Context: an optimization exercise on an open-source flow, tuned for small area, a short achievable clock period and few clock cycles per item. The choices shown serve that exercise and are no tape-out recipe.
RTL that was checked went through simulation tests only; none was proved equivalent to the original.
Power and IR drop assume default switching activity.

## before
## ringRouter
module ringRouter (
    input  logic        clk,
    input  logic        reset,
    input  logic [64:0] cwIn,
    input  logic [64:0] ccwIn,
    input  logic [64:0] peIn,
    output logic        cwReady,
    output logic        ccwReady,
    output logic        peReady,
    output logic [64:0] cwOut,
    output logic [64:0] ccwOut,
    output logic [64:0] peOut,
    input  logic        cwOutReady,
    input  logic        ccwOutReady,
    input  logic        peOutReady,
    output logic        polarity
);
Size: roughly 1,000 cells after synthesis, ~390 flip-flops, ~400 I/O pins, roughly 16,000 um^2 of cells after synthesis.
export LEC_CHECK = 0
export CAP_MARGIN = 20
export CORE_MARGIN = 2
export CORE_UTILIZATION = 50
export CTS_BUF_LIST = sky130_fd_sc_hd__clkbuf_8
export CTS_CLUSTER_SIZE = 30
export SETUP_SLACK_MARGIN = 1.95
export SLEW_MARGIN = 20
create_clock -name core_clock -period 4.0 [get_ports {clk}]
standard.sh (not shown) runs the stock make flow with config.mk's settings and CLKGATE_MAP_FILE= SYNTH_SCRIPT=/design/flow/synth_recipe.tcl, a recipe that flattens the netlist after the stock synthesis.
==> flow/flow/run.sh <==
#!/bin/bash
export BUFFER_PORTS_ARGS="-buffer_cell sky130_fd_sc_hd__buf_1"
bash standard.sh > standard.log 2>&1
before went all the way through synthesis, placement and routing and the layout is clean on timing, DRC and antenna.
Testbench counts of before, summed over its fixed seeds: cycles 5,605, items 9,600.
Setup changes, before to after
Settings: a deleted CTS_BUF_LIST that had been sky130_fd_sc_hd__clkbuf_8; a deleted CTS_CLUSTER_SIZE that had been 30.
--- outcome ---
Sort before and after by clock network power share, ascending, and before comes first. Going from before to after, setup slack grows by 0.064 ns. after — net count of the finished layout 32 lower, before as reference. The design area was comparable across before and after. Data arrival time at the worst-slack endpoint was lower in after than in before. Power dissipated by switching net loads for after is lower than for before. According to the power report, total power for after is higher than for before. Looking at global-route usage across before and after, the one that comes out higher is before.


v39:
Another version of the RTL of ringRouter (not shown whole).
## ringRouter
module ringRouter (
    input  logic        clk,
    input  logic        reset,
    input  logic [64:0] cwIn,
    input  logic [64:0] ccwIn,
    input  logic [64:0] peIn,
    output logic        cwReady,
    output logic        ccwReady,
    output logic        peReady,
    output logic [64:0] cwOut,
    output logic [64:0] ccwOut,
    output logic [64:0] peOut,
    input  logic        cwOutReady,
    input  logic        ccwOutReady,
    input  logic        peOutReady,
    output logic        polarity
);
export LEC_CHECK = 0
export CAP_MARGIN = 20
export CORE_MARGIN = 2
export CORE_UTILIZATION = 60
export CTS_CLUSTER_DIAMETER = 80
export CTS_CLUSTER_SIZE = 22
export SETUP_SLACK_MARGIN = 1.9
export SLEW_MARGIN = 20
create_clock -name core_clock -period 4.0 [get_ports {clk}]
Scripts as last shown in full above: flow/flow/run.sh
Testbench counts of v39, summed over its fixed seeds: cycles 5,605, items 9,600.
Setup changes, v39 to v58
- SETUP_SLACK_MARGIN: 1.9 -> 2.2
- CTS_CLUSTER_DIAMETER: 80 -> unset
- CTS_CLUSTER_SIZE: 22 -> unset
## What came out
For v58 and v39, there was not a single run that failed to finish clean.
Going from v39 to v58, met2 wirelength from detailed routing grew by more than 10%.
Taking v39 as the reference, in v58 critical path depth has increased, first-iteration DRC count has increased.
Going from v39 to v58, number of buffers created by CTS shows an increase of about 90%, worst hold-check slack shows a reduction of 39 ps, power density relative to cell area shows an increase of about 4%, total global routing track utilization shows an increase of 3.0 points.
Largest incremental delay on the critical path was higher in the run labelled v58.
Between v58 and v39, the slew at the pin closest to its max-slew limit is higher for v39.
input pin to flip-flop as the critical path class was reported by v39, and flip-flop to flip-flop by v58.
The higher maximum ir drop on the vdd rail came out of v58.
Compared with v39, v58 ends up with a larger final cell area.
Relative to v58, the following input files were edited for v41:
- SETUP_SLACK_MARGIN changed from 2.2 to 2.0
Findings:
The run showing the greater maximum clock frequency is v41.
In v41, the number of antenna violations at the first check in global routing came out 7 above the value in v58.
For synthesized cell count, v58 and v41 come out practically identical.
Against v58, v41 reports a share of final layout cell area taken by clock buffers and inverters that is higher.
In v41, the part of the power in the clock network came out 0.9 points above the value in v58.
v41 vs v58, power per standard cell area went up by 5.2%.
The minimum hold slack reported for v41 is greater than that of v58 by 24 ps.
Between v58 and v41, the flow reports number of buffers other than clock buffers in the final layout decreasing by more than 10%.
The lower number of gates given a new drive strength after cts came out of v41.
## Diff of input files: v34 against v41
- swapping 60 for 55 in CORE_UTILIZATION
- putting CTS_CLUSTER_DIAMETER at 80 where nothing was set
- swapping 2.0 for 2.05 in SETUP_SLACK_MARGIN
- putting CTS_CLUSTER_SIZE at 22 where nothing was set
==> comparison <==
- Combinational share of power was higher in the run labelled v34.
- Compared with v41, v34 shows a lower power.
- Against v41, total length of routed met3 wires in v34 rose by a few percent.
- v34 ends up with a time the final worst path needs with I/O delays and setup that is 44 ps lower than in v41.
- Changes observed in v34 relative to v41: cell count moved up; detailed-route vias per instance moved down; met1 layer wirelength in the final routing moved up; via count of the first global-routing pass level.
- Re reported max-cap violation count: no difference whatsoever between v34 and v41.
- Re global-route usage: v34 is 1.6 points down on v41.


Setup of oak:
ringRouter, a different RTL version from the one above (not shown whole).
Size in the first run: ~1100 cells after synthesis, ~400 I/O pins, roughly 16000 um^2 of cells after synthesis.
==> flow/config.mk <==
export PLATFORM = sky130hd
export DESIGN_NAME = ringRouter
export DESIGN_NICKNAME = ringRouter
export VERILOG_FILES = /design/flow/design.v
export SDC_FILE = /design/flow/constraint.sdc
export NUM_CORES = 4
export LEC_CHECK = 0
export CAP_MARGIN = 20
export CORE_MARGIN = 2
export CORE_UTILIZATION = 60
export CTS_CLUSTER_DIAMETER = 80
export CTS_CLUSTER_SIZE = 22
export SETUP_SLACK_MARGIN = 1.9
export SLEW_MARGIN = 20
==> flow/constraint.sdc <==
create_clock -name core_clock -period 4.0 [get_ports {clk}]
set_input_delay 0.8000 -clock core_clock [delete_from_list [all_inputs] [get_ports {clk}]]
set_output_delay 0.8000 -clock core_clock [all_outputs]
set_load 0.01 [all_outputs]
Scripts as last shown in full above: flow/flow/run.sh
Having completed the whole flow, oak delivered a layout that passed the timing, DRC and antenna checks.
The inputs of pine differ from those of oak as listed below.
Settings: SETUP_SLACK_MARGIN now 2.0, was 1.9; TNS_END_PERCENT now 5, previously not set.
--- outcome ---
- pine -> oak: share of total power in sequential cells flat
- For routed wire length, pine and oak come out practically identical.
- Looking at relative contribution of combinational cells to total power, pine sits above oak.
- pine — number of gates on the worst path with buffers counted 1 lower, oak as reference
- pine against oak: inverter count went down by 1; number of antenna violations at the first check in global routing fell 2; non-filler instance count after layout went down by 6.
- met3 wire length shrinks by a little under 10% when moving from oak to pine.
- For oak, the start point of the critical path was peIn_inst.slotDst[0], unlike pine, where it was ccwIn_inst.slotDst[1].
- Portion of the layout cell area used by non-clock buffers delta for pine relative to oak: 0.43 points higher
Function was not checked in any run of this note: the RTL went through the layout flow alone.

## afterwards: timing with drivers on the ports
Ports are ideal in the flow. The routed layouts listed here were re-timed in OpenROAD.
Step 1, drivers: a clkbuf_16 drives clk and a buf_2 each remaining input, both assumed.
Step 2 times the ports against the registers' clock, not the clock port: input delays grow and output delays shrink by t, the midpoint of the rising clock arrivals with the driver on.
a / b / c = ideal ports / drivers / drivers and shift; a / b = the first two.
| run | t (ns) | slack for setup (ns) | clock arrival spread, ns | pins driven straight from the clock port |
|---|---|---|---|---|
| before | 0.656 | 1.840 / 1.790 / 1.291 | 0.030 / 0.030 | 1 |
| after | 0.588 | 1.904 / 1.852 / 1.367 | 0.024 / 0.024 | 1 |
| v39 | 0.572 | 1.936 / 1.926 / 1.374 | 0.013 / 0.012 | 1 |
| v58 | 0.589 | 1.958 / 1.955 / 1.366 | 0.028 / 0.028 | 1 |
| v41 | 0.569 | 1.977 / 1.979 / 1.431 | 0.026 / 0.026 | 1 |
| v34 | 0.589 | 2.022 / 1.988 / 1.430 | 0.014 / 0.014 | 1 |
| oak | 0.578 | 1.890 / 1.867 / 1.324 | 0.012 / 0.012 | 1 |
| pine | 0.579 | 1.801 / 1.801 / 1.306 | 0.014 / 0.014 | 1 |
After both steps every run listed still meets setup and hold.
